Source: an optimization exercise on an open RTL-to-GDS flow (aim: small area and a short achievable clock period). Production flows keep margins and buffers that such runs may drop. Only simulation tests tie the RTL to the original design; equivalence was not proved. Power is estimated from default activity; no workload was simulated.

**standard.sh**
```bash
#!/bin/bash
# synth_recipe.tcl (not shown) runs the flow's synth.tcl, then flattens the netlist and writes it again
# the make line also repeats each setting of config.mk as NAME=value (left out here)
make -C /OpenROAD-flow-scripts/flow DESIGN_CONFIG=/design/flow/config.mk WORK_HOME=/design/flow/orfs CLKGATE_MAP_FILE= SYNTH_SCRIPT=/design/flow/synth_recipe.tcl "${@:-finish}"
```
**flow/run.sh**
```bash
#!/bin/bash
# Standard layout, with strong buffers on the ports, sizing free to change a
# cell's footprint, and timing repair aiming 5.4 ns past the 8 ns clock. The
# make output goes to flow_make.log here; each ORFS step keeps its own log
# under orfs/logs.
set -euo pipefail
bash standard.sh \
    BUFFER_PORTS_ARGS="-buffer_cell sky130_fd_sc_hd__buf_4" \
    MATCH_CELL_FOOTPRINT=0 \
    SETUP_SLACK_MARGIN=5.4 \
    finish > flow_make.log 2>&1
```
**config.mk**
```make
export PLATFORM = sky130hd
export DESIGN_NAME = fc_layer
export DESIGN_NICKNAME = fc_layer
export VERILOG_FILES = /design/flow/design.v
export SDC_FILE = /design/flow/constraint.sdc
export NUM_CORES = 4
export LEC_CHECK = 0
export ABC_CLOCK_PERIOD_IN_PS = 2500
export CAP_MARGIN = 20
export CORE_MARGIN = 2
export CORE_UTILIZATION = 40
export CTS_CLUSTER_DIAMETER = 100
export CTS_CLUSTER_SIZE = 20
export SLEW_MARGIN = 20
```
**design.v**
```verilog
`timescale 1ns/1ps
module fc_layer (
    input  logic        clk,
    input  logic        rstn,
    input  logic        r_valid,
    input  logic [31:0] in_data,
    output logic        t_valid,
    output logic [31:0] out_data
);
    logic [3:0] cnt;
    logic       w_first, w_second, w_weight, w_bias;
    assign w_first  = r_valid && (cnt == 4'd2 || cnt == 4'd4 || cnt == 4'd6 || cnt == 4'd8);
    assign w_second = r_valid && (cnt == 4'd3 || cnt == 4'd5 || cnt == 4'd7 || cnt == 4'd9);
    assign w_weight = w_first || w_second;
    assign w_bias   = r_valid && (cnt == 4'd10);
    logic       start0;   
    logic       fin0;     
    logic       sb0;      
    logic [1:0] nid0;     
    always_ff @(posedge clk or negedge rstn) begin
        if (!rstn) begin
            cnt    <= '0;
            start0 <= 1'b0;
            fin0   <= 1'b0;
            sb0    <= 1'b0;
            nid0   <= '0;
        end else begin
            if (r_valid) cnt <= (cnt == 4'd10) ? 4'd0 : cnt + 4'd1;
            start0 <= w_first;
            fin0   <= w_second && (cnt != 4'd9);
            sb0    <= w_bias;
            nid0   <= cnt[2:1] - 2'd1;
        end
    end
    logic [31:0] feat_p, feat_q;
    always_ff @(posedge clk) begin
        if (r_valid && (cnt == 4'd0 || cnt >= 4'd3))
            feat_p <= (cnt == 4'd0) ? in_data : (cnt == 4'd10) ? 32'h0100_0000 : feat_q;
        if (r_valid && (cnt == 4'd1 || (cnt >= 4'd3 && cnt <= 4'd9)))
            feat_q <= (cnt == 4'd1) ? in_data : feat_p;
    end
    logic [3:0] neg0, one0, two0, neg1, one1, two1, neg2, one2, two2, neg3, one3, two3;
    for (genvar k = 0; k < 4; k++) begin : g_enc
        logic [8:0] wx;
        logic [3:0] ng, on, tw;
        logic [3:0] ng_q, on_q, tw_q;
        assign wx = {in_data[8*k +: 8], 1'b0};
        for (genvar m = 0; m < 4; m++) begin : g_dig
            assign ng[m] = wx[2*m+2];
            assign on[m] = wx[2*m+1] ^ wx[2*m];
            assign tw[m] = (wx[2*m+2] & ~wx[2*m+1] & ~wx[2*m]) | (~wx[2*m+2] & wx[2*m+1] & wx[2*m]);
        end
        always_ff @(posedge clk) begin
            ng_q <= ng & {4{r_valid}};
            on_q <= on & {4{r_valid}};
            tw_q <= tw & {4{r_valid}};
        end
    end
    assign {neg0, one0, two0} = {g_enc[0].ng_q, g_enc[0].on_q, g_enc[0].tw_q};
    assign {neg1, one1, two1} = {g_enc[1].ng_q, g_enc[1].on_q, g_enc[1].tw_q};
    assign {neg2, one2, two2} = {g_enc[2].ng_q, g_enc[2].on_q, g_enc[2].tw_q};
    assign {neg3, one3, two3} = {g_enc[3].ng_q, g_enc[3].on_q, g_enc[3].tw_q};
    logic [7:0] bias_b [3];
    assign bias_b[0] = {neg0[3], one0[3] ^ neg0[2], neg0[2], one0[2] ^ neg0[1], neg0[1], one0[1] ^ neg0[0], neg0[0], one0[0]};
    assign bias_b[1] = {neg1[3], one1[3] ^ neg1[2], neg1[2], one1[2] ^ neg1[1], neg1[1], one1[1] ^ neg1[0], neg1[0], one1[0]};
    assign bias_b[2] = {neg2[3], one2[3] ^ neg2[2], neg2[2], one2[2] ^ neg2[1], neg2[1], one2[1] ^ neg2[0], neg2[0], one2[0]};
    logic [7:0] xf0, xf1, xf2, xf3;
    assign {xf3, xf2, xf1, xf0} = feat_p;
    logic [18:0] acc_s, acc_c, acc_sk, acc_ck;
    logic        keep1;
    assign acc_sk = acc_s & {19{keep1}};
    assign acc_ck = acc_c & {19{keep1}};
    wire r0 = ((one0[0] & xf0[0])) ^ neg0[0];
    wire r1 = ((one0[0] & xf0[1]) | (two0[0] & xf0[0])) ^ neg0[0];
    wire r2 = ((one0[0] & xf0[2]) | (two0[0] & xf0[1])) ^ neg0[0];
    wire r3 = ((one0[0] & xf0[3]) | (two0[0] & xf0[2])) ^ neg0[0];
    wire r4 = ((one0[0] & xf0[4]) | (two0[0] & xf0[3])) ^ neg0[0];
    wire r5 = ((one0[0] & xf0[5]) | (two0[0] & xf0[4])) ^ neg0[0];
    wire r6 = ((one0[0] & xf0[6]) | (two0[0] & xf0[5])) ^ neg0[0];
    wire r7 = ((one0[0] & xf0[7]) | (two0[0] & xf0[6])) ^ neg0[0];
    wire r8 = ((one0[0] & xf0[7]) | (two0[0] & xf0[7])) ^ neg0[0];
    wire r9 = ~(((one0[0] & xf0[7]) | (two0[0] & xf0[7])) ^ neg0[0]);
    wire r10 = ((one0[1] & xf0[0])) ^ neg0[1];
    wire r11 = ((one0[1] & xf0[1]) | (two0[1] & xf0[0])) ^ neg0[1];
    wire r12 = ((one0[1] & xf0[2]) | (two0[1] & xf0[1])) ^ neg0[1];
    wire r13 = ((one0[1] & xf0[3]) | (two0[1] & xf0[2])) ^ neg0[1];
    wire r14 = ((one0[1] & xf0[4]) | (two0[1] & xf0[3])) ^ neg0[1];
    wire r15 = ((one0[1] & xf0[5]) | (two0[1] & xf0[4])) ^ neg0[1];
    wire r16 = ((one0[1] & xf0[6]) | (two0[1] & xf0[5])) ^ neg0[1];
    wire r17 = ((one0[1] & xf0[7]) | (two0[1] & xf0[6])) ^ neg0[1];
    wire r18 = ((one0[1] & xf0[7]) | (two0[1] & xf0[7])) ^ neg0[1];
    wire r19 = ~(((one0[1] & xf0[7]) | (two0[1] & xf0[7])) ^ neg0[1]);
    wire r20 = ((one0[2] & xf0[0])) ^ neg0[2];
    wire r21 = ((one0[2] & xf0[1]) | (two0[2] & xf0[0])) ^ neg0[2];
    wire r22 = ((one0[2] & xf0[2]) | (two0[2] & xf0[1])) ^ neg0[2];
    wire r23 = ((one0[2] & xf0[3]) | (two0[2] & xf0[2])) ^ neg0[2];
    wire r24 = ((one0[2] & xf0[4]) | (two0[2] & xf0[3])) ^ neg0[2];
    wire r25 = ((one0[2] & xf0[5]) | (two0[2] & xf0[4])) ^ neg0[2];
    wire r26 = ((one0[2] & xf0[6]) | (two0[2] & xf0[5])) ^ neg0[2];
    wire r27 = ((one0[2] & xf0[7]) | (two0[2] & xf0[6])) ^ neg0[2];
    wire r28 = ((one0[2] & xf0[7]) | (two0[2] & xf0[7])) ^ neg0[2];
    wire r29 = ~(((one0[2] & xf0[7]) | (two0[2] & xf0[7])) ^ neg0[2]);
    wire r30 = ((one0[3] & xf0[0])) ^ neg0[3];
    wire r31 = ((one0[3] & xf0[1]) | (two0[3] & xf0[0])) ^ neg0[3];
    wire r32 = ((one0[3] & xf0[2]) | (two0[3] & xf0[1])) ^ neg0[3];
    wire r33 = ((one0[3] & xf0[3]) | (two0[3] & xf0[2])) ^ neg0[3];
    wire r34 = ((one0[3] & xf0[4]) | (two0[3] & xf0[3])) ^ neg0[3];
    wire r35 = ((one0[3] & xf0[5]) | (two0[3] & xf0[4])) ^ neg0[3];
    wire r36 = ((one0[3] & xf0[6]) | (two0[3] & xf0[5])) ^ neg0[3];
    wire r37 = ((one0[3] & xf0[7]) | (two0[3] & xf0[6])) ^ neg0[3];
    wire r38 = ((one0[3] & xf0[7]) | (two0[3] & xf0[7])) ^ neg0[3];
    wire r39 = ~(((one0[3] & xf0[7]) | (two0[3] & xf0[7])) ^ neg0[3]);
    wire r40 = ((one1[0] & xf1[0])) ^ neg1[0];
    wire r41 = ((one1[0] & xf1[1]) | (two1[0] & xf1[0])) ^ neg1[0];
    wire r42 = ((one1[0] & xf1[2]) | (two1[0] & xf1[1])) ^ neg1[0];
    wire r43 = ((one1[0] & xf1[3]) | (two1[0] & xf1[2])) ^ neg1[0];
    wire r44 = ((one1[0] & xf1[4]) | (two1[0] & xf1[3])) ^ neg1[0];
    wire r45 = ((one1[0] & xf1[5]) | (two1[0] & xf1[4])) ^ neg1[0];
    wire r46 = ((one1[0] & xf1[6]) | (two1[0] & xf1[5])) ^ neg1[0];
    wire r47 = ((one1[0] & xf1[7]) | (two1[0] & xf1[6])) ^ neg1[0];
    wire r48 = ((one1[0] & xf1[7]) | (two1[0] & xf1[7])) ^ neg1[0];
    wire r49 = ~(((one1[0] & xf1[7]) | (two1[0] & xf1[7])) ^ neg1[0]);
    wire r50 = ((one1[1] & xf1[0])) ^ neg1[1];
    wire r51 = ((one1[1] & xf1[1]) | (two1[1] & xf1[0])) ^ neg1[1];
    wire r52 = ((one1[1] & xf1[2]) | (two1[1] & xf1[1])) ^ neg1[1];
    wire r53 = ((one1[1] & xf1[3]) | (two1[1] & xf1[2])) ^ neg1[1];
    wire r54 = ((one1[1] & xf1[4]) | (two1[1] & xf1[3])) ^ neg1[1];
    wire r55 = ((one1[1] & xf1[5]) | (two1[1] & xf1[4])) ^ neg1[1];
    wire r56 = ((one1[1] & xf1[6]) | (two1[1] & xf1[5])) ^ neg1[1];
    wire r57 = ((one1[1] & xf1[7]) | (two1[1] & xf1[6])) ^ neg1[1];
    wire r58 = ((one1[1] & xf1[7]) | (two1[1] & xf1[7])) ^ neg1[1];
    wire r59 = ~(((one1[1] & xf1[7]) | (two1[1] & xf1[7])) ^ neg1[1]);
    wire r60 = ((one1[2] & xf1[0])) ^ neg1[2];
    wire r61 = ((one1[2] & xf1[1]) | (two1[2] & xf1[0])) ^ neg1[2];
    wire r62 = ((one1[2] & xf1[2]) | (two1[2] & xf1[1])) ^ neg1[2];
    wire r63 = ((one1[2] & xf1[3]) | (two1[2] & xf1[2])) ^ neg1[2];
    wire r64 = ((one1[2] & xf1[4]) | (two1[2] & xf1[3])) ^ neg1[2];
    wire r65 = ((one1[2] & xf1[5]) | (two1[2] & xf1[4])) ^ neg1[2];
    wire r66 = ((one1[2] & xf1[6]) | (two1[2] & xf1[5])) ^ neg1[2];
    wire r67 = ((one1[2] & xf1[7]) | (two1[2] & xf1[6])) ^ neg1[2];
    wire r68 = ((one1[2] & xf1[7]) | (two1[2] & xf1[7])) ^ neg1[2];
    wire r69 = ~(((one1[2] & xf1[7]) | (two1[2] & xf1[7])) ^ neg1[2]);
    wire r70 = ((one1[3] & xf1[0])) ^ neg1[3];
    wire r71 = ((one1[3] & xf1[1]) | (two1[3] & xf1[0])) ^ neg1[3];
    wire r72 = ((one1[3] & xf1[2]) | (two1[3] & xf1[1])) ^ neg1[3];
    wire r73 = ((one1[3] & xf1[3]) | (two1[3] & xf1[2])) ^ neg1[3];
    wire r74 = ((one1[3] & xf1[4]) | (two1[3] & xf1[3])) ^ neg1[3];
    wire r75 = ((one1[3] & xf1[5]) | (two1[3] & xf1[4])) ^ neg1[3];
    wire r76 = ((one1[3] & xf1[6]) | (two1[3] & xf1[5])) ^ neg1[3];
    wire r77 = ((one1[3] & xf1[7]) | (two1[3] & xf1[6])) ^ neg1[3];
    wire r78 = ((one1[3] & xf1[7]) | (two1[3] & xf1[7])) ^ neg1[3];
    wire r79 = ~(((one1[3] & xf1[7]) | (two1[3] & xf1[7])) ^ neg1[3]);
    wire r80 = ((one2[0] & xf2[0])) ^ neg2[0];
    wire r81 = ((one2[0] & xf2[1]) | (two2[0] & xf2[0])) ^ neg2[0];
    wire r82 = ((one2[0] & xf2[2]) | (two2[0] & xf2[1])) ^ neg2[0];
    wire r83 = ((one2[0] & xf2[3]) | (two2[0] & xf2[2])) ^ neg2[0];
    wire r84 = ((one2[0] & xf2[4]) | (two2[0] & xf2[3])) ^ neg2[0];
    wire r85 = ((one2[0] & xf2[5]) | (two2[0] & xf2[4])) ^ neg2[0];
    wire r86 = ((one2[0] & xf2[6]) | (two2[0] & xf2[5])) ^ neg2[0];
    wire r87 = ((one2[0] & xf2[7]) | (two2[0] & xf2[6])) ^ neg2[0];
    wire r88 = ((one2[0] & xf2[7]) | (two2[0] & xf2[7])) ^ neg2[0];
    wire r89 = ~(((one2[0] & xf2[7]) | (two2[0] & xf2[7])) ^ neg2[0]);
    wire r90 = ((one2[1] & xf2[0])) ^ neg2[1];
    wire r91 = ((one2[1] & xf2[1]) | (two2[1] & xf2[0])) ^ neg2[1];
    wire r92 = ((one2[1] & xf2[2]) | (two2[1] & xf2[1])) ^ neg2[1];
    wire r93 = ((one2[1] & xf2[3]) | (two2[1] & xf2[2])) ^ neg2[1];
    wire r94 = ((one2[1] & xf2[4]) | (two2[1] & xf2[3])) ^ neg2[1];
    wire r95 = ((one2[1] & xf2[5]) | (two2[1] & xf2[4])) ^ neg2[1];
    wire r96 = ((one2[1] & xf2[6]) | (two2[1] & xf2[5])) ^ neg2[1];
    wire r97 = ((one2[1] & xf2[7]) | (two2[1] & xf2[6])) ^ neg2[1];
    wire r98 = ((one2[1] & xf2[7]) | (two2[1] & xf2[7])) ^ neg2[1];
    wire r99 = ~(((one2[1] & xf2[7]) | (two2[1] & xf2[7])) ^ neg2[1]);
    wire r100 = ((one2[2] & xf2[0])) ^ neg2[2];
    wire r101 = ((one2[2] & xf2[1]) | (two2[2] & xf2[0])) ^ neg2[2];
    wire r102 = ((one2[2] & xf2[2]) | (two2[2] & xf2[1])) ^ neg2[2];
    wire r103 = ((one2[2] & xf2[3]) | (two2[2] & xf2[2])) ^ neg2[2];
    wire r104 = ((one2[2] & xf2[4]) | (two2[2] & xf2[3])) ^ neg2[2];
    wire r105 = ((one2[2] & xf2[5]) | (two2[2] & xf2[4])) ^ neg2[2];
    wire r106 = ((one2[2] & xf2[6]) | (two2[2] & xf2[5])) ^ neg2[2];
    wire r107 = ((one2[2] & xf2[7]) | (two2[2] & xf2[6])) ^ neg2[2];
    wire r108 = ((one2[2] & xf2[7]) | (two2[2] & xf2[7])) ^ neg2[2];
    wire r109 = ~(((one2[2] & xf2[7]) | (two2[2] & xf2[7])) ^ neg2[2]);
    wire r110 = ((one2[3] & xf2[0])) ^ neg2[3];
    wire r111 = ((one2[3] & xf2[1]) | (two2[3] & xf2[0])) ^ neg2[3];
    wire r112 = ((one2[3] & xf2[2]) | (two2[3] & xf2[1])) ^ neg2[3];
    wire r113 = ((one2[3] & xf2[3]) | (two2[3] & xf2[2])) ^ neg2[3];
    wire r114 = ((one2[3] & xf2[4]) | (two2[3] & xf2[3])) ^ neg2[3];
    wire r115 = ((one2[3] & xf2[5]) | (two2[3] & xf2[4])) ^ neg2[3];
    wire r116 = ((one2[3] & xf2[6]) | (two2[3] & xf2[5])) ^ neg2[3];
    wire r117 = ((one2[3] & xf2[7]) | (two2[3] & xf2[6])) ^ neg2[3];
    wire r118 = ((one2[3] & xf2[7]) | (two2[3] & xf2[7])) ^ neg2[3];
    wire r119 = ~(((one2[3] & xf2[7]) | (two2[3] & xf2[7])) ^ neg2[3]);
    wire r120 = ((one3[0] & xf3[0])) ^ neg3[0];
    wire r121 = ((one3[0] & xf3[1]) | (two3[0] & xf3[0])) ^ neg3[0];
    wire r122 = ((one3[0] & xf3[2]) | (two3[0] & xf3[1])) ^ neg3[0];
    wire r123 = ((one3[0] & xf3[3]) | (two3[0] & xf3[2])) ^ neg3[0];
    wire r124 = ((one3[0] & xf3[4]) | (two3[0] & xf3[3])) ^ neg3[0];
    wire r125 = ((one3[0] & xf3[5]) | (two3[0] & xf3[4])) ^ neg3[0];
    wire r126 = ((one3[0] & xf3[6]) | (two3[0] & xf3[5])) ^ neg3[0];
    wire r127 = ((one3[0] & xf3[7]) | (two3[0] & xf3[6])) ^ neg3[0];
    wire r128 = ((one3[0] & xf3[7]) | (two3[0] & xf3[7])) ^ neg3[0];
    wire r129 = ~(((one3[0] & xf3[7]) | (two3[0] & xf3[7])) ^ neg3[0]);
    wire r130 = ((one3[1] & xf3[0])) ^ neg3[1];
    wire r131 = ((one3[1] & xf3[1]) | (two3[1] & xf3[0])) ^ neg3[1];
    wire r132 = ((one3[1] & xf3[2]) | (two3[1] & xf3[1])) ^ neg3[1];
    wire r133 = ((one3[1] & xf3[3]) | (two3[1] & xf3[2])) ^ neg3[1];
    wire r134 = ((one3[1] & xf3[4]) | (two3[1] & xf3[3])) ^ neg3[1];
    wire r135 = ((one3[1] & xf3[5]) | (two3[1] & xf3[4])) ^ neg3[1];
    wire r136 = ((one3[1] & xf3[6]) | (two3[1] & xf3[5])) ^ neg3[1];
    wire r137 = ((one3[1] & xf3[7]) | (two3[1] & xf3[6])) ^ neg3[1];
    wire r138 = ((one3[1] & xf3[7]) | (two3[1] & xf3[7])) ^ neg3[1];
    wire r139 = ~(((one3[1] & xf3[7]) | (two3[1] & xf3[7])) ^ neg3[1]);
    wire r140 = ((one3[2] & xf3[0])) ^ neg3[2];
    wire r141 = ((one3[2] & xf3[1]) | (two3[2] & xf3[0])) ^ neg3[2];
    wire r142 = ((one3[2] & xf3[2]) | (two3[2] & xf3[1])) ^ neg3[2];
    wire r143 = ((one3[2] & xf3[3]) | (two3[2] & xf3[2])) ^ neg3[2];
    wire r144 = ((one3[2] & xf3[4]) | (two3[2] & xf3[3])) ^ neg3[2];
    wire r145 = ((one3[2] & xf3[5]) | (two3[2] & xf3[4])) ^ neg3[2];
    wire r146 = ((one3[2] & xf3[6]) | (two3[2] & xf3[5])) ^ neg3[2];
    wire r147 = ((one3[2] & xf3[7]) | (two3[2] & xf3[6])) ^ neg3[2];
    wire r148 = ((one3[2] & xf3[7]) | (two3[2] & xf3[7])) ^ neg3[2];
    wire r149 = ~(((one3[2] & xf3[7]) | (two3[2] & xf3[7])) ^ neg3[2]);
    wire r150 = ((one3[3] & xf3[0])) ^ neg3[3];
    wire r151 = ((one3[3] & xf3[1]) | (two3[3] & xf3[0])) ^ neg3[3];
    wire r152 = ((one3[3] & xf3[2]) | (two3[3] & xf3[1])) ^ neg3[3];
    wire r153 = ((one3[3] & xf3[3]) | (two3[3] & xf3[2])) ^ neg3[3];
    wire r154 = ((one3[3] & xf3[4]) | (two3[3] & xf3[3])) ^ neg3[3];
    wire r155 = ((one3[3] & xf3[5]) | (two3[3] & xf3[4])) ^ neg3[3];
    wire r156 = ((one3[3] & xf3[6]) | (two3[3] & xf3[5])) ^ neg3[3];
    wire r157 = ((one3[3] & xf3[7]) | (two3[3] & xf3[6])) ^ neg3[3];
    wire r158 = ((one3[3] & xf3[7]) | (two3[3] & xf3[7])) ^ neg3[3];
    wire r159 = ~(((one3[3] & xf3[7]) | (two3[3] & xf3[7])) ^ neg3[3]);
    wire x160 = neg0[0] ^ neg1[0];
    wire s161 = x160 ^ neg2[0];
    wire c162 = (neg0[0] & neg1[0]) | (neg2[0] & x160);
    wire x163 = neg0[1] ^ neg1[1];
    wire s164 = x163 ^ neg2[1];
    wire c165 = (neg0[1] & neg1[1]) | (neg2[1] & x163);
    wire x166 = neg3[1] ^ r2;
    wire s167 = x166 ^ r10;
    wire c168 = (neg3[1] & r2) | (r10 & x166);
    wire x169 = r42 ^ r50;
    wire s170 = x169 ^ r82;
    wire c171 = (r42 & r50) | (r82 & x169);
    wire x172 = c165 ^ r3;
    wire s173 = x172 ^ r11;
    wire c174 = (c165 & r3) | (r11 & x172);
    wire x175 = r43 ^ r51;
    wire s176 = x175 ^ r83;
    wire c177 = (r43 & r51) | (r83 & x175);
    wire s178 = r91 ^ r123;
    wire c179 = r91 & r123;
    wire x180 = neg0[2] ^ neg1[2];
    wire s181 = x180 ^ neg2[2];
    wire c182 = (neg0[2] & neg1[2]) | (neg2[2] & x180);
    wire x183 = neg3[2] ^ r4;
    wire s184 = x183 ^ r12;
    wire c185 = (neg3[2] & r4) | (r12 & x183);
    wire x186 = r20 ^ r44;
    wire s187 = x186 ^ r52;
    wire c188 = (r20 & r44) | (r52 & x186);
    wire x189 = r60 ^ r84;
    wire s190 = x189 ^ r92;
    wire c191 = (r60 & r84) | (r92 & x189);
    wire x192 = r100 ^ r124;
    wire s193 = x192 ^ r132;
    wire c194 = (r100 & r124) | (r132 & x192);
    wire x195 = r140 ^ s181;
    wire s196 = x195 ^ c179;
    wire c197 = (r140 & s181) | (c179 & x195);
    wire s198 = c174 ^ c177;
    wire c199 = c174 & c177;
    wire x200 = c182 ^ r5;
    wire s201 = x200 ^ r13;
    wire c202 = (c182 & r5) | (r13 & x200);
    wire x203 = r21 ^ r45;
    wire s204 = x203 ^ r53;
    wire c205 = (r21 & r45) | (r53 & x203);
    wire x206 = r61 ^ r85;
    wire s207 = x206 ^ r93;
    wire c208 = (r61 & r85) | (r93 & x206);
    wire x209 = r101 ^ r125;
    wire s210 = x209 ^ r133;
    wire c211 = (r101 & r125) | (r133 & x209);
    wire x212 = r141 ^ c185;
    wire s213 = x212 ^ c188;
    wire c214 = (r141 & c185) | (c188 & x212);
    wire x215 = c191 ^ c194;
    wire s216 = x215 ^ s201;
    wire c217 = (c191 & c194) | (s201 & x215);
    wire s218 = s204 ^ s207;
    wire c219 = s204 & s207;
    wire x220 = neg0[3] ^ neg1[3];
    wire s221 = x220 ^ neg2[3];
    wire c222 = (neg0[3] & neg1[3]) | (neg2[3] & x220);
    wire x223 = neg3[3] ^ r6;
    wire s224 = x223 ^ r14;
    wire c225 = (neg3[3] & r6) | (r14 & x223);
    wire x226 = r22 ^ r30;
    wire s227 = x226 ^ r46;
    wire c228 = (r22 & r30) | (r46 & x226);
    wire x229 = r54 ^ r62;
    wire s230 = x229 ^ r70;
    wire c231 = (r54 & r62) | (r70 & x229);
    wire x232 = r86 ^ r94;
    wire s233 = x232 ^ r102;
    wire c234 = (r86 & r94) | (r102 & x232);
    wire x235 = r110 ^ r126;
    wire s236 = x235 ^ r134;
    wire c237 = (r110 & r126) | (r134 & x235);
    wire x238 = r142 ^ r150;
    wire s239 = x238 ^ s221;
    wire c240 = (r142 & r150) | (s221 & x238);
    wire x241 = c202 ^ c205;
    wire s242 = x241 ^ c208;
    wire c243 = (c202 & c205) | (c208 & x241);
    wire x244 = c211 ^ s224;
    wire s245 = x244 ^ s227;
    wire c246 = (c211 & s224) | (s227 & x244);
    wire x247 = s230 ^ s233;
    wire s248 = x247 ^ s236;
    wire c249 = (s230 & s233) | (s236 & x247);
    wire s250 = s239 ^ c219;
    wire c251 = s239 & c219;
    wire x252 = c222 ^ r7;
    wire s253 = x252 ^ r15;
    wire c254 = (c222 & r7) | (r15 & x252);
    wire x255 = r23 ^ r31;
    wire s256 = x255 ^ r47;
    wire c257 = (r23 & r31) | (r47 & x255);
    wire x258 = r55 ^ r63;
    wire s259 = x258 ^ r71;
    wire c260 = (r55 & r63) | (r71 & x258);
    wire x261 = r87 ^ r95;
    wire s262 = x261 ^ r103;
    wire c263 = (r87 & r95) | (r103 & x261);
    wire x264 = r111 ^ r127;
    wire s265 = x264 ^ r135;
    wire c266 = (r111 & r127) | (r135 & x264);
    wire x267 = r143 ^ r151;
    wire s268 = x267 ^ c225;
    wire c269 = (r143 & r151) | (c225 & x267);
    wire x270 = c228 ^ c231;
    wire s271 = x270 ^ c234;
    wire c272 = (c228 & c231) | (c234 & x270);
    wire x273 = c237 ^ c240;
    wire s274 = x273 ^ s253;
    wire c275 = (c237 & c240) | (s253 & x273);
    wire x276 = s256 ^ s259;
    wire s277 = x276 ^ s262;
    wire c278 = (s256 & s259) | (s262 & x276);
    wire x279 = s265 ^ c243;
    wire s280 = x279 ^ c246;
    wire c281 = (s265 & c243) | (c246 & x279);
    wire s282 = c249 ^ s268;
    wire c283 = c249 & s268;
    wire x284 = r8 ^ r16;
    wire s285 = x284 ^ r24;
    wire c286 = (r8 & r16) | (r24 & x284);
    wire x287 = r32 ^ r48;
    wire s288 = x287 ^ r56;
    wire c289 = (r32 & r48) | (r56 & x287);
    wire x290 = r64 ^ r72;
    wire s291 = x290 ^ r88;
    wire c292 = (r64 & r72) | (r88 & x290);
    wire x293 = r96 ^ r104;
    wire s294 = x293 ^ r112;
    wire c295 = (r96 & r104) | (r112 & x293);
    wire x296 = r128 ^ r136;
    wire s297 = x296 ^ r144;
    wire c298 = (r128 & r136) | (r144 & x296);
    wire x299 = r152 ^ c254;
    wire s300 = x299 ^ c257;
    wire c301 = (r152 & c254) | (c257 & x299);
    wire x302 = c260 ^ c263;
    wire s303 = x302 ^ c266;
    wire c304 = (c260 & c263) | (c266 & x302);
    wire x305 = s285 ^ s288;
    wire s306 = x305 ^ s291;
    wire c307 = (s285 & s288) | (s291 & x305);
    wire x308 = s294 ^ s297;
    wire s309 = x308 ^ c269;
    wire c310 = (s294 & s297) | (c269 & x308);
    wire x311 = c272 ^ c275;
    wire s312 = x311 ^ c278;
    wire c313 = (c272 & c275) | (c278 & x311);
    wire s314 = s300 ^ s303;
    wire c315 = s300 & s303;
    wire x316 = r9 ^ r17;
    wire s317 = x316 ^ r25;
    wire c318 = (r9 & r17) | (r25 & x316);
    wire x319 = r33 ^ r49;
    wire s320 = x319 ^ r57;
    wire c321 = (r33 & r49) | (r57 & x319);
    wire x322 = r65 ^ r73;
    wire s323 = x322 ^ r89;
    wire c324 = (r65 & r73) | (r89 & x322);
    wire x325 = r97 ^ r105;
    wire s326 = x325 ^ r113;
    wire c327 = (r97 & r105) | (r113 & x325);
    wire x328 = r129 ^ r137;
    wire s329 = x328 ^ r145;
    wire c330 = (r129 & r137) | (r145 & x328);
    wire x331 = r153 ^ c286;
    wire s332 = x331 ^ c289;
    wire c333 = (r153 & c286) | (c289 & x331);
    wire x334 = c292 ^ c295;
    wire s335 = x334 ^ c298;
    wire c336 = (c292 & c295) | (c298 & x334);
    wire x337 = s317 ^ s320;
    wire s338 = x337 ^ s323;
    wire c339 = (s317 & s320) | (s323 & x337);
    wire x340 = s326 ^ s329;
    wire s341 = x340 ^ c301;
    wire c342 = (s326 & s329) | (c301 & x340);
    wire x343 = c304 ^ c307;
    wire s344 = x343 ^ s332;
    wire c345 = (c304 & c307) | (s332 & x343);
    wire s346 = s335 ^ s338;
    wire c347 = s335 & s338;
    wire x348 = r18 ^ r26;
    wire s349 = x348 ^ r34;
    wire c350 = (r18 & r26) | (r34 & x348);
    wire x351 = r58 ^ r66;
    wire s352 = x351 ^ r74;
    wire c353 = (r58 & r66) | (r74 & x351);
    wire x354 = r98 ^ r106;
    wire s355 = x354 ^ r114;
    wire c356 = (r98 & r106) | (r114 & x354);
    wire x357 = r138 ^ r146;
    wire s358 = x357 ^ r154;
    wire c359 = (r138 & r146) | (r154 & x357);
    wire x360 = c318 ^ c321;
    wire s361 = x360 ^ c324;
    wire c362 = (c318 & c321) | (c324 & x360);
    wire x363 = c327 ^ c330;
    wire s364 = x363 ^ s349;
    wire c365 = (c327 & c330) | (s349 & x363);
    wire x366 = s352 ^ s355;
    wire s367 = x366 ^ s358;
    wire c368 = (s352 & s355) | (s358 & x366);
    wire x369 = c333 ^ c336;
    wire s370 = x369 ^ c339;
    wire c371 = (c333 & c336) | (c339 & x369);
    wire s372 = s361 ^ s364;
    wire c373 = s361 & s364;
    wire x374 = 1'b1 ^ r19;
    wire s375 = x374 ^ r27;
    wire c376 = (1'b1 & r19) | (r27 & x374);
    wire x377 = r35 ^ r59;
    wire s378 = x377 ^ r67;
    wire c379 = (r35 & r59) | (r67 & x377);
    wire x380 = r75 ^ r99;
    wire s381 = x380 ^ r107;
    wire c382 = (r75 & r99) | (r107 & x380);
    wire x383 = r115 ^ r139;
    wire s384 = x383 ^ r147;
    wire c385 = (r115 & r139) | (r147 & x383);
    wire x386 = r155 ^ c350;
    wire s387 = x386 ^ c353;
    wire c388 = (r155 & c350) | (c353 & x386);
    wire x389 = c356 ^ c359;
    wire s390 = x389 ^ s375;
    wire c391 = (c356 & c359) | (s375 & x389);
    wire x392 = s378 ^ s381;
    wire s393 = x392 ^ s384;
    wire c394 = (s378 & s381) | (s384 & x392);
    wire x395 = c362 ^ c365;
    wire s396 = x395 ^ c368;
    wire c397 = (c362 & c365) | (c368 & x395);
    wire x398 = 1'b1 ^ r28;
    wire s399 = x398 ^ r36;
    wire c400 = (1'b1 & r28) | (r36 & x398);
    wire x401 = r68 ^ r76;
    wire s402 = x401 ^ r108;
    wire c403 = (r68 & r76) | (r108 & x401);
    wire x404 = r116 ^ r148;
    wire s405 = x404 ^ r156;
    wire c406 = (r116 & r148) | (r156 & x404);
    wire x407 = c376 ^ c379;
    wire s408 = x407 ^ c382;
    wire c409 = (c376 & c379) | (c382 & x407);
    wire x410 = c385 ^ s399;
    wire s411 = x410 ^ s402;
    wire c412 = (c385 & s399) | (s402 & x410);
    wire s413 = s405 ^ c388;
    wire c414 = s405 & c388;
    wire x415 = r29 ^ r37;
    wire s416 = x415 ^ r69;
    wire c417 = (r29 & r37) | (r69 & x415);
    wire x418 = r77 ^ r109;
    wire s419 = x418 ^ r117;
    wire c420 = (r77 & r109) | (r117 & x418);
    wire x421 = r149 ^ r157;
    wire s422 = x421 ^ c400;
    wire c423 = (r149 & r157) | (c400 & x421);
    wire x424 = c403 ^ c406;
    wire s425 = x424 ^ s416;
    wire c426 = (c403 & c406) | (s416 & x424);
    wire x427 = 1'b1 ^ r38;
    wire s428 = x427 ^ r78;
    wire c429 = (1'b1 & r38) | (r78 & x427);
    wire s430 = r118 ^ r158;
    wire c431 = r118 & r158;
    logic pa0_0, pa0_1, pa0_2, pa0_3, pa0_4, pa0_5, pa1_0, pa1_1, pa1_2, pa1_3, pa1_4, pa2_0, pa2_1, pa2_2, pa2_3, pa2_4, pa2_5, pa3_0, pa3_1, pa3_2, pa3_3, pa3_4, pa3_5, pa4_0, pa4_1, pa4_2, pa4_3, pa4_4, pa4_5, pa5_0, pa5_1, pa5_2, pa5_3, pa5_4, pa5_5, pa6_0, pa6_1, pa6_2, pa6_3, pa6_4, pa6_5, pa7_0, pa7_1, pa7_2, pa7_3, pa7_4, pa7_5, pa8_0, pa8_1, pa8_2, pa8_3, pa8_4, pa8_5, pa9_0, pa9_1, pa9_2, pa9_3, pa9_4, pa9_5, pa10_0, pa10_1, pa10_2, pa10_3, pa10_4, pa10_5, pa11_0, pa11_1, pa11_2, pa11_3, pa11_4, pa11_5, pa12_0, pa12_1, pa12_2, pa12_3, pa12_4, pa12_5, pa13_0, pa13_1, pa13_2, pa13_3, pa13_4, pa13_5, pa14_0, pa14_1, pa14_2, pa14_3, pa14_4, pa14_5, pa15_0, pa15_1, pa15_2, pa15_3, pa15_4, pa15_5;
    always_ff @(posedge clk) begin
        pa0_0 <= neg3[0];
        pa0_1 <= r0;
        pa0_2 <= r40;
        pa0_3 <= r80;
        pa0_4 <= r120;
        pa0_5 <= s161;
        pa1_0 <= r1;
        pa1_1 <= r41;
        pa1_2 <= r81;
        pa1_3 <= r121;
        pa1_4 <= c162;
        pa2_0 <= r90;
        pa2_1 <= r122;
        pa2_2 <= r130;
        pa2_3 <= s164;
        pa2_4 <= s167;
        pa2_5 <= s170;
        pa3_0 <= r131;
        pa3_1 <= c168;
        pa3_2 <= c171;
        pa3_3 <= s173;
        pa3_4 <= s176;
        pa3_5 <= s178;
        pa4_0 <= s184;
        pa4_1 <= s187;
        pa4_2 <= s190;
        pa4_3 <= s193;
        pa4_4 <= s196;
        pa4_5 <= s198;
        pa5_0 <= s210;
        pa5_1 <= c197;
        pa5_2 <= c199;
        pa5_3 <= s213;
        pa5_4 <= s216;
        pa5_5 <= s218;
        pa6_0 <= c214;
        pa6_1 <= c217;
        pa6_2 <= s242;
        pa6_3 <= s245;
        pa6_4 <= s248;
        pa6_5 <= s250;
        pa7_0 <= s271;
        pa7_1 <= c251;
        pa7_2 <= s274;
        pa7_3 <= s277;
        pa7_4 <= s280;
        pa7_5 <= s282;
        pa8_0 <= s306;
        pa8_1 <= c283;
        pa8_2 <= c281;
        pa8_3 <= s309;
        pa8_4 <= s312;
        pa8_5 <= s314;
        pa9_0 <= c315;
        pa9_1 <= c310;
        pa9_2 <= c313;
        pa9_3 <= s341;
        pa9_4 <= s344;
        pa9_5 <= s346;
        pa10_0 <= s367;
        pa10_1 <= c347;
        pa10_2 <= c342;
        pa10_3 <= c345;
        pa10_4 <= s370;
        pa10_5 <= s372;
        pa11_0 <= s387;
        pa11_1 <= s390;
        pa11_2 <= s393;
        pa11_3 <= c373;
        pa11_4 <= c371;
        pa11_5 <= s396;
        pa12_0 <= c391;
        pa12_1 <= c394;
        pa12_2 <= s408;
        pa12_3 <= s411;
        pa12_4 <= c397;
        pa12_5 <= s413;
        pa13_0 <= s419;
        pa13_1 <= c409;
        pa13_2 <= c412;
        pa13_3 <= s422;
        pa13_4 <= c414;
        pa13_5 <= s425;
        pa14_0 <= c417;
        pa14_1 <= c420;
        pa14_2 <= s428;
        pa14_3 <= c423;
        pa14_4 <= c426;
        pa14_5 <= s430;
        pa15_0 <= r39;
        pa15_1 <= r79;
        pa15_2 <= r119;
        pa15_3 <= r159;
        pa15_4 <= c429;
        pa15_5 <= c431;
    end
    wire x432 = pa0_0 ^ pa0_1;
    wire s433 = x432 ^ pa0_2;
    wire c434 = (pa0_0 & pa0_1) | (pa0_2 & x432);
    wire x435 = pa0_3 ^ pa0_4;
    wire s436 = x435 ^ pa0_5;
    wire c437 = (pa0_3 & pa0_4) | (pa0_5 & x435);
    wire x438 = acc_sk[0] ^ acc_ck[0];
    wire s439 = x438 ^ s433;
    wire c440 = (acc_sk[0] & acc_ck[0]) | (s433 & x438);
    wire x441 = pa1_0 ^ pa1_1;
    wire s442 = x441 ^ pa1_2;
    wire c443 = (pa1_0 & pa1_1) | (pa1_2 & x441);
    wire x444 = pa1_3 ^ pa1_4;
    wire s445 = x444 ^ acc_sk[1];
    wire c446 = (pa1_3 & pa1_4) | (acc_sk[1] & x444);
    wire x447 = acc_ck[1] ^ c434;
    wire s448 = x447 ^ c437;
    wire c449 = (acc_ck[1] & c434) | (c437 & x447);
    wire x450 = s442 ^ s445;
    wire s451 = x450 ^ c440;
    wire c452 = (s442 & s445) | (c440 & x450);
    wire x453 = pa2_0 ^ pa2_1;
    wire s454 = x453 ^ pa2_2;
    wire c455 = (pa2_0 & pa2_1) | (pa2_2 & x453);
    wire x456 = pa2_3 ^ pa2_4;
    wire s457 = x456 ^ pa2_5;
    wire c458 = (pa2_3 & pa2_4) | (pa2_5 & x456);
    wire x459 = acc_sk[2] ^ acc_ck[2];
    wire s460 = x459 ^ c443;
    wire c461 = (acc_sk[2] & acc_ck[2]) | (c443 & x459);
    wire x462 = s454 ^ s457;
    wire s463 = x462 ^ c446;
    wire c464 = (s454 & s457) | (c446 & x462);
    wire x465 = c449 ^ s460;
    wire s466 = x465 ^ s463;
    wire c467 = (c449 & s460) | (s463 & x465);
    wire x468 = pa3_0 ^ pa3_1;
    wire s469 = x468 ^ pa3_2;
    wire c470 = (pa3_0 & pa3_1) | (pa3_2 & x468);
    wire x471 = pa3_3 ^ pa3_4;
    wire s472 = x471 ^ pa3_5;
    wire c473 = (pa3_3 & pa3_4) | (pa3_5 & x471);
    wire x474 = acc_sk[3] ^ acc_ck[3];
    wire s475 = x474 ^ c455;
    wire c476 = (acc_sk[3] & acc_ck[3]) | (c455 & x474);
    wire x477 = c458 ^ s469;
    wire s478 = x477 ^ s472;
    wire c479 = (c458 & s469) | (s472 & x477);
    wire x480 = c461 ^ s475;
    wire s481 = x480 ^ s478;
    wire c482 = (c461 & s475) | (s478 & x480);
    wire s483 = c464 ^ s481;
    wire c484 = c464 & s481;
    wire x485 = pa4_0 ^ pa4_1;
    wire s486 = x485 ^ pa4_2;
    wire c487 = (pa4_0 & pa4_1) | (pa4_2 & x485);
    wire x488 = pa4_3 ^ pa4_4;
    wire s489 = x488 ^ pa4_5;
    wire c490 = (pa4_3 & pa4_4) | (pa4_5 & x488);
    wire x491 = acc_sk[4] ^ acc_ck[4];
    wire s492 = x491 ^ c470;
    wire c493 = (acc_sk[4] & acc_ck[4]) | (c470 & x491);
    wire x494 = c473 ^ s486;
    wire s495 = x494 ^ s489;
    wire c496 = (c473 & s486) | (s489 & x494);
    wire x497 = c476 ^ c479;
    wire s498 = x497 ^ s492;
    wire c499 = (c476 & c479) | (s492 & x497);
    wire x500 = s495 ^ c482;
    wire s501 = x500 ^ s498;
    wire c502 = (s495 & c482) | (s498 & x500);
    wire x503 = pa5_0 ^ pa5_1;
    wire s504 = x503 ^ pa5_2;
    wire c505 = (pa5_0 & pa5_1) | (pa5_2 & x503);
    wire x506 = pa5_3 ^ pa5_4;
    wire s507 = x506 ^ pa5_5;
    wire c508 = (pa5_3 & pa5_4) | (pa5_5 & x506);
    wire x509 = acc_sk[5] ^ acc_ck[5];
    wire s510 = x509 ^ c487;
    wire c511 = (acc_sk[5] & acc_ck[5]) | (c487 & x509);
    wire x512 = c490 ^ s504;
    wire s513 = x512 ^ s507;
    wire c514 = (c490 & s504) | (s507 & x512);
    wire x515 = c493 ^ c496;
    wire s516 = x515 ^ s510;
    wire c517 = (c493 & c496) | (s510 & x515);
    wire x518 = s513 ^ c499;
    wire s519 = x518 ^ s516;
    wire c520 = (s513 & c499) | (s516 & x518);
    wire x521 = pa6_0 ^ pa6_1;
    wire s522 = x521 ^ pa6_2;
    wire c523 = (pa6_0 & pa6_1) | (pa6_2 & x521);
    wire x524 = pa6_3 ^ pa6_4;
    wire s525 = x524 ^ pa6_5;
    wire c526 = (pa6_3 & pa6_4) | (pa6_5 & x524);
    wire x527 = acc_sk[6] ^ acc_ck[6];
    wire s528 = x527 ^ c505;
    wire c529 = (acc_sk[6] & acc_ck[6]) | (c505 & x527);
    wire x530 = c508 ^ s522;
    wire s531 = x530 ^ s525;
    wire c532 = (c508 & s522) | (s525 & x530);
    wire x533 = c511 ^ c514;
    wire s534 = x533 ^ s528;
    wire c535 = (c511 & c514) | (s528 & x533);
    wire x536 = s531 ^ c517;
    wire s537 = x536 ^ s534;
    wire c538 = (s531 & c517) | (s534 & x536);
    wire x539 = pa7_0 ^ pa7_1;
    wire s540 = x539 ^ pa7_2;
    wire c541 = (pa7_0 & pa7_1) | (pa7_2 & x539);
    wire x542 = pa7_3 ^ pa7_4;
    wire s543 = x542 ^ pa7_5;
    wire c544 = (pa7_3 & pa7_4) | (pa7_5 & x542);
    wire x545 = acc_sk[7] ^ acc_ck[7];
    wire s546 = x545 ^ c523;
    wire c547 = (acc_sk[7] & acc_ck[7]) | (c523 & x545);
    wire x548 = c526 ^ s540;
    wire s549 = x548 ^ s543;
    wire c550 = (c526 & s540) | (s543 & x548);
    wire x551 = c529 ^ c532;
    wire s552 = x551 ^ s546;
    wire c553 = (c529 & c532) | (s546 & x551);
    wire x554 = s549 ^ c535;
    wire s555 = x554 ^ s552;
    wire c556 = (s549 & c535) | (s552 & x554);
    wire x557 = pa8_0 ^ pa8_1;
    wire s558 = x557 ^ pa8_2;
    wire c559 = (pa8_0 & pa8_1) | (pa8_2 & x557);
    wire x560 = pa8_3 ^ pa8_4;
    wire s561 = x560 ^ pa8_5;
    wire c562 = (pa8_3 & pa8_4) | (pa8_5 & x560);
    wire x563 = acc_sk[8] ^ acc_ck[8];
    wire s564 = x563 ^ c541;
    wire c565 = (acc_sk[8] & acc_ck[8]) | (c541 & x563);
    wire x566 = c544 ^ s558;
    wire s567 = x566 ^ s561;
    wire c568 = (c544 & s558) | (s561 & x566);
    wire x569 = c547 ^ c550;
    wire s570 = x569 ^ s564;
    wire c571 = (c547 & c550) | (s564 & x569);
    wire x572 = s567 ^ c553;
    wire s573 = x572 ^ s570;
    wire c574 = (s567 & c553) | (s570 & x572);
    wire x575 = pa9_0 ^ pa9_1;
    wire s576 = x575 ^ pa9_2;
    wire c577 = (pa9_0 & pa9_1) | (pa9_2 & x575);
    wire x578 = pa9_3 ^ pa9_4;
    wire s579 = x578 ^ pa9_5;
    wire c580 = (pa9_3 & pa9_4) | (pa9_5 & x578);
    wire x581 = acc_sk[9] ^ acc_ck[9];
    wire s582 = x581 ^ c559;
    wire c583 = (acc_sk[9] & acc_ck[9]) | (c559 & x581);
    wire x584 = c562 ^ s576;
    wire s585 = x584 ^ s579;
    wire c586 = (c562 & s576) | (s579 & x584);
    wire x587 = c565 ^ c568;
    wire s588 = x587 ^ s582;
    wire c589 = (c565 & c568) | (s582 & x587);
    wire x590 = s585 ^ c571;
    wire s591 = x590 ^ s588;
    wire c592 = (s585 & c571) | (s588 & x590);
    wire x593 = pa10_0 ^ pa10_1;
    wire s594 = x593 ^ pa10_2;
    wire c595 = (pa10_0 & pa10_1) | (pa10_2 & x593);
    wire x596 = pa10_3 ^ pa10_4;
    wire s597 = x596 ^ pa10_5;
    wire c598 = (pa10_3 & pa10_4) | (pa10_5 & x596);
    wire x599 = acc_sk[10] ^ acc_ck[10];
    wire s600 = x599 ^ c577;
    wire c601 = (acc_sk[10] & acc_ck[10]) | (c577 & x599);
    wire x602 = c580 ^ s594;
    wire s603 = x602 ^ s597;
    wire c604 = (c580 & s594) | (s597 & x602);
    wire x605 = c583 ^ c586;
    wire s606 = x605 ^ s600;
    wire c607 = (c583 & c586) | (s600 & x605);
    wire x608 = s603 ^ c589;
    wire s609 = x608 ^ s606;
    wire c610 = (s603 & c589) | (s606 & x608);
    wire x611 = pa11_0 ^ pa11_1;
    wire s612 = x611 ^ pa11_2;
    wire c613 = (pa11_0 & pa11_1) | (pa11_2 & x611);
    wire x614 = pa11_3 ^ pa11_4;
    wire s615 = x614 ^ pa11_5;
    wire c616 = (pa11_3 & pa11_4) | (pa11_5 & x614);
    wire x617 = acc_sk[11] ^ acc_ck[11];
    wire s618 = x617 ^ c595;
    wire c619 = (acc_sk[11] & acc_ck[11]) | (c595 & x617);
    wire x620 = c598 ^ s612;
    wire s621 = x620 ^ s615;
    wire c622 = (c598 & s612) | (s615 & x620);
    wire x623 = c601 ^ c604;
    wire s624 = x623 ^ s618;
    wire c625 = (c601 & c604) | (s618 & x623);
    wire x626 = s621 ^ c607;
    wire s627 = x626 ^ s624;
    wire c628 = (s621 & c607) | (s624 & x626);
    wire x629 = pa12_0 ^ pa12_1;
    wire s630 = x629 ^ pa12_2;
    wire c631 = (pa12_0 & pa12_1) | (pa12_2 & x629);
    wire x632 = pa12_3 ^ pa12_4;
    wire s633 = x632 ^ pa12_5;
    wire c634 = (pa12_3 & pa12_4) | (pa12_5 & x632);
    wire x635 = acc_sk[12] ^ acc_ck[12];
    wire s636 = x635 ^ c613;
    wire c637 = (acc_sk[12] & acc_ck[12]) | (c613 & x635);
    wire x638 = c616 ^ s630;
    wire s639 = x638 ^ s633;
    wire c640 = (c616 & s630) | (s633 & x638);
    wire x641 = c619 ^ c622;
    wire s642 = x641 ^ s636;
    wire c643 = (c619 & c622) | (s636 & x641);
    wire x644 = s639 ^ c625;
    wire s645 = x644 ^ s642;
    wire c646 = (s639 & c625) | (s642 & x644);
    wire x647 = pa13_0 ^ pa13_1;
    wire s648 = x647 ^ pa13_2;
    wire c649 = (pa13_0 & pa13_1) | (pa13_2 & x647);
    wire x650 = pa13_3 ^ pa13_4;
    wire s651 = x650 ^ pa13_5;
    wire c652 = (pa13_3 & pa13_4) | (pa13_5 & x650);
    wire x653 = acc_sk[13] ^ acc_ck[13];
    wire s654 = x653 ^ c631;
    wire c655 = (acc_sk[13] & acc_ck[13]) | (c631 & x653);
    wire x656 = c634 ^ s648;
    wire s657 = x656 ^ s651;
    wire c658 = (c634 & s648) | (s651 & x656);
    wire x659 = c637 ^ c640;
    wire s660 = x659 ^ s654;
    wire c661 = (c637 & c640) | (s654 & x659);
    wire x662 = s657 ^ c643;
    wire s663 = x662 ^ s660;
    wire c664 = (s657 & c643) | (s660 & x662);
    wire x665 = pa14_0 ^ pa14_1;
    wire s666 = x665 ^ pa14_2;
    wire c667 = (pa14_0 & pa14_1) | (pa14_2 & x665);
    wire x668 = pa14_3 ^ pa14_4;
    wire s669 = x668 ^ pa14_5;
    wire c670 = (pa14_3 & pa14_4) | (pa14_5 & x668);
    wire x671 = acc_sk[14] ^ acc_ck[14];
    wire s672 = x671 ^ c649;
    wire c673 = (acc_sk[14] & acc_ck[14]) | (c649 & x671);
    wire x674 = c652 ^ s666;
    wire s675 = x674 ^ s669;
    wire c676 = (c652 & s666) | (s669 & x674);
    wire x677 = c655 ^ c658;
    wire s678 = x677 ^ s672;
    wire c679 = (c655 & c658) | (s672 & x677);
    wire x680 = s675 ^ c661;
    wire s681 = x680 ^ s678;
    wire c682 = (s675 & c661) | (s678 & x680);
    wire x683 = pa15_0 ^ pa15_1;
    wire s684 = x683 ^ pa15_2;
    wire c685 = (pa15_0 & pa15_1) | (pa15_2 & x683);
    wire x686 = pa15_3 ^ pa15_4;
    wire s687 = x686 ^ pa15_5;
    wire c688 = (pa15_3 & pa15_4) | (pa15_5 & x686);
    wire x689 = acc_sk[15] ^ acc_ck[15];
    wire s690 = x689 ^ c667;
    wire c691 = (acc_sk[15] & acc_ck[15]) | (c667 & x689);
    wire x692 = c670 ^ s684;
    wire s693 = x692 ^ s687;
    wire c694 = (c670 & s684) | (s687 & x692);
    wire x695 = c673 ^ c676;
    wire s696 = x695 ^ s690;
    wire c697 = (c673 & c676) | (s690 & x695);
    wire x698 = s693 ^ c679;
    wire s699 = x698 ^ s696;
    wire c700 = (s693 & c679) | (s696 & x698);
    wire x701 = 1'b1 ^ acc_sk[16];
    wire s702 = x701 ^ acc_ck[16];
    wire c703 = (1'b1 & acc_sk[16]) | (acc_ck[16] & x701);
    wire x704 = c685 ^ c688;
    wire s705 = x704 ^ s702;
    wire c706 = (c685 & c688) | (s702 & x704);
    wire x707 = c691 ^ c694;
    wire s708 = x707 ^ s705;
    wire c709 = (c691 & c694) | (s705 & x707);
    wire s710 = c697 ^ s708;
    wire c711 = c697 & s708;
    wire x712 = acc_sk[17] ^ acc_ck[17];
    wire s713 = x712 ^ c703;
    wire c714 = (acc_sk[17] & acc_ck[17]) | (c703 & x712);
    wire x715 = c706 ^ s713;
    wire s716 = x715 ^ c709;
    wire c717 = (c706 & s713) | (c709 & x715);
    wire x718 = 1'b1 ^ acc_sk[18];
    wire s719 = x718 ^ acc_ck[18];
    wire s720 = s719 ^ c714;
    always_ff @(posedge clk) begin
        acc_s <= {c717, c711, c700, c682, c664, c646, c628, c610, c592, c574, c556, c538, c520, c502, c484, c467, c452, s448, s436};
        acc_c <= {s720, s716, s710, s699, s681, s663, s645, s627, s609, s591, s573, s555, s537, s519, s501, s483, s466, s451, s439};
    end
    logic       fin1, sb1, fin2, sb2, sb3;
    logic [1:0] nid1, nid2;
    always_ff @(posedge clk or negedge rstn) begin
        if (!rstn) begin
            keep1   <= 1'b0;
            fin1    <= 1'b0;
            sb1     <= 1'b0;
            nid1    <= '0;
            fin2    <= 1'b0;
            sb2     <= 1'b0;
            sb3     <= 1'b0;
            nid2    <= '0;
            t_valid <= 1'b0;
        end else begin
            keep1   <= !start0;
            fin1    <= fin0;
            sb1     <= sb0;
            nid1    <= nid0;
            fin2    <= fin1;
            sb2     <= sb1;
            sb3     <= sb2;
            nid2    <= nid1;
            t_valid <= sb3;
        end
    end
    logic [18:0] tot;
    assign tot = acc_s + acc_c;
    logic signed [10:0] tot_hi;
    assign tot_hi = tot[18:8];
    logic signed [10:0] held_h [3];
    logic [7:0]         held_l [3];
    always_ff @(posedge clk) begin
        for (int j = 0; j < 3; j++) begin
            if ((fin2 && nid2 == 2'(j)) || (j == 0 && sb2))
                held_h[j] <= tot_hi;
            if (fin2 && nid2 == 2'(j))
                held_l[j] <= tot[7:0];
        end
    end
    function automatic logic [7:0] sat(input logic signed [11:0] z);
        if (z > 12'sd127) sat = 8'h7f;
        else if (z < -12'sd128) sat = 8'h80;
        else sat = z[7:0];
    endfunction
    logic [7:0] cand_dn [3];
    logic [7:0] cand_eq [3];
    logic [7:0] cand_up [3];
    logic [2:0] bias_co, bias_neg;
    for (genvar j = 0; j < 3; j++) begin : g_fin
        logic [8:0] lo_sum;
        assign cand_dn[j] = sat({held_h[j][10], held_h[j]} - 12'd1);
        assign cand_eq[j] = sat({held_h[j][10], held_h[j]});
        assign cand_up[j] = sat({held_h[j][10], held_h[j]} + 12'd1);
        assign lo_sum     = {1'b0, held_l[j]} + {1'b0, bias_b[j]};
        always_ff @(posedge clk) begin
            bias_co[j]  <= lo_sum[8];
            bias_neg[j] <= bias_b[j][7];
        end
    end
    always_ff @(posedge clk) begin
        if (sb1) begin
            for (int j = 0; j < 3; j++)
                out_data[31-8*j -: 8] <= bias_co[j] ? (bias_neg[j] ? cand_eq[j] : cand_up[j])
                                                    : (bias_neg[j] ? cand_dn[j] : cand_eq[j]);
        end
        out_data[7:0] <= cand_eq[0];
    end
endmodule
```
**constraint.sdc**
```tcl
create_clock -name core_clock -period 8.0 [get_ports {clk}]
set_input_delay 1.6000 -clock core_clock [delete_from_list [all_inputs] [get_ports {clk}]]
set_output_delay 1.6000 -clock core_clock [all_outputs]
set_load 0.01 [all_outputs]
```
==> results.py, run 1 <==
metrics = {
    "critical_path": {
        "cp_num_cells": 1,
        "cp_data_required_time_ps": 6400,
        "criticalPathCategory": "reg2out",
        "worstSetupStartpointType": "register",
        "crit_end": "out_data[9]",
        "crit_buf_inv": 1,
        "crit_path_end_kind": "output pin",
        "critical_path.slowest_cell": "edfxtp_1",
        "r2r-end": "pa8_4$_DFF_P_",
        "r2r_start": "feat_p[6]$_DFFE_PP_",
        "r2r_cells": 6,
        "crit_arrival_ps": 1100,
        "crit_path_max_fanout": 1,
        "crit_path_cell_trace": "buf_6",
        "crit_family": "flip-flops",
        "critPathMaxStageDelay_ps": 410,
        "worstSetupStartpoint": "out_data[9]$_DFFE_PP_",
        "r2r_slack_ps": 5410,
    },
    "detailed_routing": {
        "wl_met1_um": 23400,
        "wl_met3_um": 2250,
        "drt_iter0_markers": 976,
        "vias": 13600,
        "met2_length_um": 24700,
        "top_layer": "met4",
        "route.detailed.drc": 0,
        "ant_nets": 0,
        "wire_per_inst_um": 19.8,
        "vias_per_cell": 5.20,
        "dr.pass1.iters": 5,
        "drt_wl_total_um": 51900,
    },
    "synthesis": {
        "synth_compound_area_share_pct": 12.6,
        "ys_seq_area_share_pct": 41.9,
        "ys_ff_latch": 360,
        "synthesis.nets": 2166,
        "synth_xor_area_share_pct": 9.09,
        "synth_fa_ha_area_share_pct": 20.5,
        "synthSimpleGateAreaFrac_pct": 7.91,
        "syn-cell-area_mm2": 0.0209,
        "avgSynthCellArea_um2": 11.0,
        "synth_edf_count": 145,
        "synthFlopType": "dfxtp_1",
        "synthMuxAreaShare_pct": 2.14,
        "netlist_instances": 1894,
        "synth_warnings": 7,
        "synth_top_family_by_area": "adder cells",
        "synth_cell_types": 75,
        "postSynth.asyncResetShare_pct": 5.56,
    },
    "global_routing": {
        "grt_use_total_pct": 19.2,
        "first_global_vias": 13700,
        "antenna_found_initial": 3,
        "grt_pass1_wl_um": 80300,
        "grt_max_degree": 55,
        "grt_overflow": 0,
    },
    "power": {
        "clock_power_share_pct": 12.5,
        "finalPower_w": 0.00967,
        "p_seq_share_pct": 34.8,
        "switching_share_pct": 41.6,
        "combinationalPowerShare_pct": 52.7,
        "p_leak_nw": 9.37,
        "powerDensity_mw_per_mm2": 414,
        "peakVddDrop_uv": 201,
        "power.switching_w": 0.00402,
        "power.internal_w": 0.00565,
    },
    "floorplanning": {
        "core_area_mm2": 0.0515,
        "die_h_um": 233,
        "rows": 83,
        "design.die.area_mm2": 0.0541,
        "fp.dieW_um": 233,
        "io_pins": 68,
        "start_util_pct": 40.6,
    },
    "clock_tree": {
        "root_buffer": "clkbuf_16",
        "worstSkewPairLatency_ps": 580,
        "clk_path_buf_depth": 3,
        "cts_sinks": 360,
        "cts_max_level": 1,
        "path_clk_slew_ps": 90,
        "cts_tree": "built",
        "cts_buffers": 22,
    },
    "place": {
        "place.port_buffers": 67,
        "dp_hpwl_um": 39700,
        "place.gp.congestion": 0.920,
    },
    "worst_hold_path": {
        "hold_path_class": "reg2reg",
    },
    "sta": {
        "clock.fmax_mhz": 370,
        "rsz0062_at_grt": "true",
        "max_slew_margin_pct": 29.9,
        "fin_skew_ps": 32.3,
        "min_period_ps": 2700,
        "drv_slew": 0,
        "finalCritPeriodShare_pct": 33.8,
        "tns_ps": 0,
        "hold_viol_final": 0,
        "finalSetupViolations": 0,
        "worst_pin_slew_ps": 1050,
    },
    "run": {
        "max_cap_viol_count": 0,
    },
    "layout": {
        "final_common_cell": "inv_1",
        "area_delta_synth_final_pct": 11.8,
        "layout.cells.most_common_list": "inv_1 (173), fa_1 (168), dfxtp_1 (161)",
        "nets": 2192,
        "drive_above_1_share_pct": 15.8,
    },
    "status": {
        "outcome": "timing/DRC/antenna clean",
    },
}
==> state kept, by name, indices dropped and copies added, names as in the netlist, 2 cells and up <==
register and count:
feat_q 32, feat_p 32, bias_neg 3, cnt 4, acc_c 19, held_h 33
g_enc.ng_q 16, g_enc.on_q 16, nid0 2, nid2 2, out_data 32, bias_co 3
g_enc.tw_q 16, held_l 24, acc_s 19, nid1 2
==> worst register-to-register path, stage by stage, from the launching register on <==
cell and delay, ps:
edfxtp_1 560, buf_4 210, a22oi_2 190, xnor2_2 160, fa_1 480, fa_1 410
fa_1 460
==> layer usage <==
metal	track usage [%]	up-vias
li1	-	6426
met1	26.3	6685
met2	32.2	416
met3	2.27	77
met4	5.53	0
met5	0	-
==> cells by family after synthesis <==
family / Yosys count
buffers and inverters: 320
XOR/XNOR: 217
AND/OR/NAND/NOR: 333
AO/OA/AOI/OAI: 387
adder cells (fa/ha/maj): 237
flip-flops: 360
multiplexers: 40
==> layout make-up <==
cell class	instances	area, um2
Fill cell	4802	28100
Clock inverter	4	33.8
Clock buffer	36	656
Tap cell	680	851
Inverter	176	664
Multi-Input combinational cell	1214	11100
Timing Repair Buffer	146	1230
Antenna cell	1	2.50
Sequential cell	360	8820
==> what timing repair did <==
| item | 4_1_cts | 5_1_grt |
|---|---|---|
| gates cloned | 0 | 0 |
| pin swaps | 4 | 12 |
| setup buffers | 16 | 55 |
| endpoints found under the setup margin | 57 | 79 |
| hold buffers | 0 | 0 |
| gates resized for setup | 48 | 76 |
==> power groups by stage <==
stage / clock network [W] / logic (W) / registers (W)
CTS: 0.00125 / 0.00498 / 0.00341
finish: 0.00121 / 0.00509 / 0.00337
detailed placement: 0 / 0.00489 / 0.00346
global route: 0.00130 / 0.00587 / 0.00344
global placement: 0 / 0.00474 / 0.00344
floorplan: 0 / 0.00365 / 0.00307
==> cell usage after synthesis, drive strengths merged (17+ instances only) <==
cell type / n / area [um2]
nor2: 55 / 206
nor3: 28 / 145
xor2: 72 / 631
o21ai: 91 / 459
a21o: 17 / 128
mux2: 34 / 387
clkbuf: 129 / 484
a22o: 37 / 324
dfrtp: 20 / 500
dfxtp: 195 / 3900
edfxtp: 145 / 4350
nand2: 123 / 462
inv: 174 / 653
ha: 62 / 776
a22oi: 113 / 848
a21oi: 61 / 309
nand3: 22 / 110
and2: 50 / 314
xnor2: 145 / 1270
fa: 175 / 3500
==> through the flow <==
step	setup slack, ps	hold slack (ps)	cell area (um2)	util (%)	cells
final	5300	351	23400	45.4	2617
after global routing	5250	364	23400	45.4	2616
after CTS	5240	355	22700	44.1	2561
after detailed placement	5070	340	21800	42.3	2505
after global placement	5090	335	21800	42.3	2505
after floorplan	5410	329	20900	-	1894
==> worst min-delay path by stage <==
stage,from,end,slack (ps),depth (start not counted)
detailed placement,nid0[0]$_DFF_PN0_,nid1[0]$_DFF_PN0_,340,0
CTS,nid0[0]$_DFF_PN0_,nid1[0]$_DFF_PN0_,360,0
finish,nid0[0]$_DFF_PN0_,nid1[0]$_DFF_PN0_,350,0
global placement,nid0[0]$_DFF_PN0_,nid1[0]$_DFF_PN0_,330,0
global route,fin0$_DFF_PN0_,fin1$_DFF_PN0_,360,0
floorplan,g_enc[3].ng_q[0]$_DFF_P_,pa0_0$_DFF_P_,330,0
==> inputs of run 2 (changes only) <==
--- a/config.mk
+++ b/config.mk
@@ -7,3 +7,3 @@
 export LEC_CHECK = 0
-export ABC_CLOCK_PERIOD_IN_PS = 2500
+export ABC_CLOCK_PERIOD_IN_PS = 1800
 export CAP_MARGIN = 20
==> results.py, run 2 <==
metrics = {
    "synthesis": {
        "netlist_instances": 1894,
        "syn-cell-area_mm2": 0.0209,
        "ys_ff_latch": 360,
        "synth_area_leader_cell": "edfxtp_1",
        "avgSynthCellArea_um2": 11.0,
        "synth_edf_count": 145,
        "synthFlopType": "dfxtp_1",
        "synth_cell_types": 75,
        "synth_top_area_share_pct": 20.8,
        "synth_top_cells_by_count": "dfxtp_1 (195), fa_1 (175), inv_1 (172)",
        "synth_most_common_cell": "dfxtp_1",
        "postSynth.asyncResetShare_pct": 5.56,
        "synth_warnings": 7,
        "synth_area_leaders": "edfxtp_1 (21%), dfxtp_1 (19%), fa_1 (17%), xnor2_1 (6.1%), a22oi_1 (4.1%)",
        "synthesis.nets": 2166,
        "ys_seq_area_share_pct": 41.9,
    },
    "place": {
        "pre_cts_slack_ps": 5070,
        "place.port_buffers": 67,
        "dp_hpwl_um": 39700,
        "place.gp.congestion": 0.920,
    },
    "sta": {
        "fin_ws_ps": 5300,
        "rsz0062_at_grt": "true",
        "finalSetupViolations": 0,
        "tns_ps": 0,
        "worst_pin_slew_ps": 1050,
        "drv_slew": 0,
        "hold_viol_final": 0,
        "clock.fmax_mhz": 370,
        "min_period_ps": 2700,
        "fin_skew_ps": 32.3,
        "hold-worst-slack_ps": 351,
        "max_slew_margin_pct": 29.9,
        "finalCritPeriodShare_pct": 33.8,
    },
    "global_routing": {
        "antenna_found_initial": 3,
        "first_global_vias": 13700,
        "grt_util_met2_pct": 32.2,
        "grt_use_total_pct": 19.2,
        "grt_max_degree": 55,
        "use_met1_pct": 26.3,
        "grt_pass1_wl_um": 80300,
        "busiest_layer": "met2",
        "use_met3_pct": 2.27,
        "grt_overflow": 0,
    },
    "layout": {
        "layout.cells.most_common_list": "inv_1 (173), fa_1 (168), dfxtp_1 (161)",
        "final_common_cell": "inv_1",
        "largest_reg_flops": 33,
        "nets": 2192,
        "area_delta_synth_final_pct": 11.8,
        "drive_above_1_share_pct": 15.8,
        "top_register": "held_h",
    },
    "power": {
        "finalPower_w": 0.00967,
        "clock_power_share_pct": 12.5,
        "p_leak_nw": 9.37,
        "peakVddDrop_uv": 201,
        "switching_share_pct": 41.6,
        "power.internal_w": 0.00565,
        "power.switching_w": 0.00402,
        "combinationalPowerShare_pct": 52.7,
        "powerDensity_mw_per_mm2": 414,
        "p_seq_share_pct": 34.8,
    },
    "clock_tree": {
        "root_buffer": "clkbuf_16",
        "cts_sinks": 360,
        "cts-hold-fix-buffers": 0,
        "cts_tree": "built",
        "cts_buffers": 22,
        "cts_max_level": 1,
        "worstSkewPairLatency_ps": 580,
        "path_clk_slew_ps": 90,
        "clk_path_buf_depth": 3,
    },
    "run": {
        "max_cap_viol_count": 0,
    },
    "detailed_routing": {
        "vias": 13600,
        "wire_per_inst_um": 19.8,
        "drt_wl_total_um": 51900,
        "ant_nets": 0,
        "drt_iter0_markers": 976,
        "route.detailed.drc": 0,
        "dr.pass1.iters": 5,
        "vias_per_cell": 5.20,
    },
    "critical_path": {
        "crit_family": "flip-flops",
        "r2r_slack_ps": 5410,
        "crit_buf_inv": 1,
        "criticalPathCategory": "reg2out",
        "crit_path_max_fanout": 1,
        "crit_path_cell_trace": "buf_6",
        "critPathMaxStageDelay_ps": 410,
        "critical_path.slowest_cell": "edfxtp_1",
        "crit_path_end_kind": "output pin",
        "cp_data_required_time_ps": 6400,
        "worstSetupStartpointType": "register",
        "crit_arrival_ps": 1100,
    },
    "floorplanning": {
        "design.die.area_mm2": 0.0541,
        "rows": 83,
        "core_area_mm2": 0.0515,
        "die_h_um": 233,
        "start_util_pct": 40.6,
        "io_pins": 68,
        "fp.dieW_um": 233,
    },
    "status": {
        "outcome": "timing/DRC/antenna clean",
    },
    "worst_hold_path": {
        "hold_path_class": "reg2reg",
    },
}
==> run 2: what timing repair did <==
action                                 in CTS  in global routing
endpoints found under the hold margin       0                  0
setup endpoints to repair                  57                 79
buffers inserted                           16                 55
resized for setup                          48                 76
pin swaps                                   4                 12
==> run 2: power by group through the flow <==
stage	registers, W	logic [W]	clock network, W
after floorplan	0.00307	0.00365	0
after detailed placement	0.00346	0.00489	0
final	0.00337	0.00509	0.00121
after CTS	0.00341	0.00498	0.00125
after global routing	0.00344	0.00587	0.00130
after global placement	0.00344	0.00474	0
==> run 2: worst paths after layout <==
| kind | start | endpoint | depth (start not counted) |
|---|---|---|---|
| worst max register to register | feat_p[6]$_DFFE_PP_ | pa8_4$_DFF_P_ | 6 |
| worst min-delay path | nid0[0]$_DFF_PN0_ | nid1[0]$_DFF_PN0_ | 0 |
| worst max-delay path | out_data[9]$_DFFE_PP_ | out_data[9] | 1 |
| worst min register to register | nid0[0]$_DFF_PN0_ | nid1[0]$_DFF_PN0_ | 0 |
| min in group asynchronous | rstn | cnt[0]$_DFFE_PN0P_ | 1 |
| max in group asynchronous | rstn | sb1$_DFF_PN0_ | 1 |
==> run 2: cell families after synthesis <==
logic type | count (synthesis) | share of synthesized area (%)
AO/OA/AOI/OAI | 387 | 12.6
XOR/XNOR | 217 | 9.09
adder cells (fa/ha/maj) | 237 | 20.5
buffers and inverters | 320 | 5.95
flip-flops | 360 | 41.9
multiplexers | 40 | 2.14
AND/OR/NAND/NOR | 333 | 7.91
==> run 2: per-stage QoR <==
step	util, %	instance area [um2]	cells
after floorplan	-	20900	1894
after global placement	42.3	21800	2505
after detailed placement	42.3	21800	2505
after CTS	44.1	22700	2561
after global routing	45.4	23400	2616
final	45.4	23400	2617
==> run 2: routing by layer <==
layer  share of wire [%]  up-vias  wire length [um]
met5                   0        -                 0
met1                  45     6685             23400
met4                 3.0        0              1550
met3                 4.3       77              2250
li1                    -     6426                 -
met2                  48      416             24700
==> run 2: area by class of cell <==
cell class,instances,area (um2)
fillers,4802,28100
multi-input cells,1214,11100
flip-flops and latches,360,8820
repair buffers,146,1230
well taps,680,851
inverters,176,664
clock buffers,36,656
clock inverters,4,33.8
diodes,1,2.50

Check on run 2: ideal ports give 5.300 ns setup slack; a clkbuf_16 on the clock port and buf_2 on the inputs give 5.243 ns; moving port delays by the midpoint clock arrival (0.615 ns) as well gives 5.079 ns.
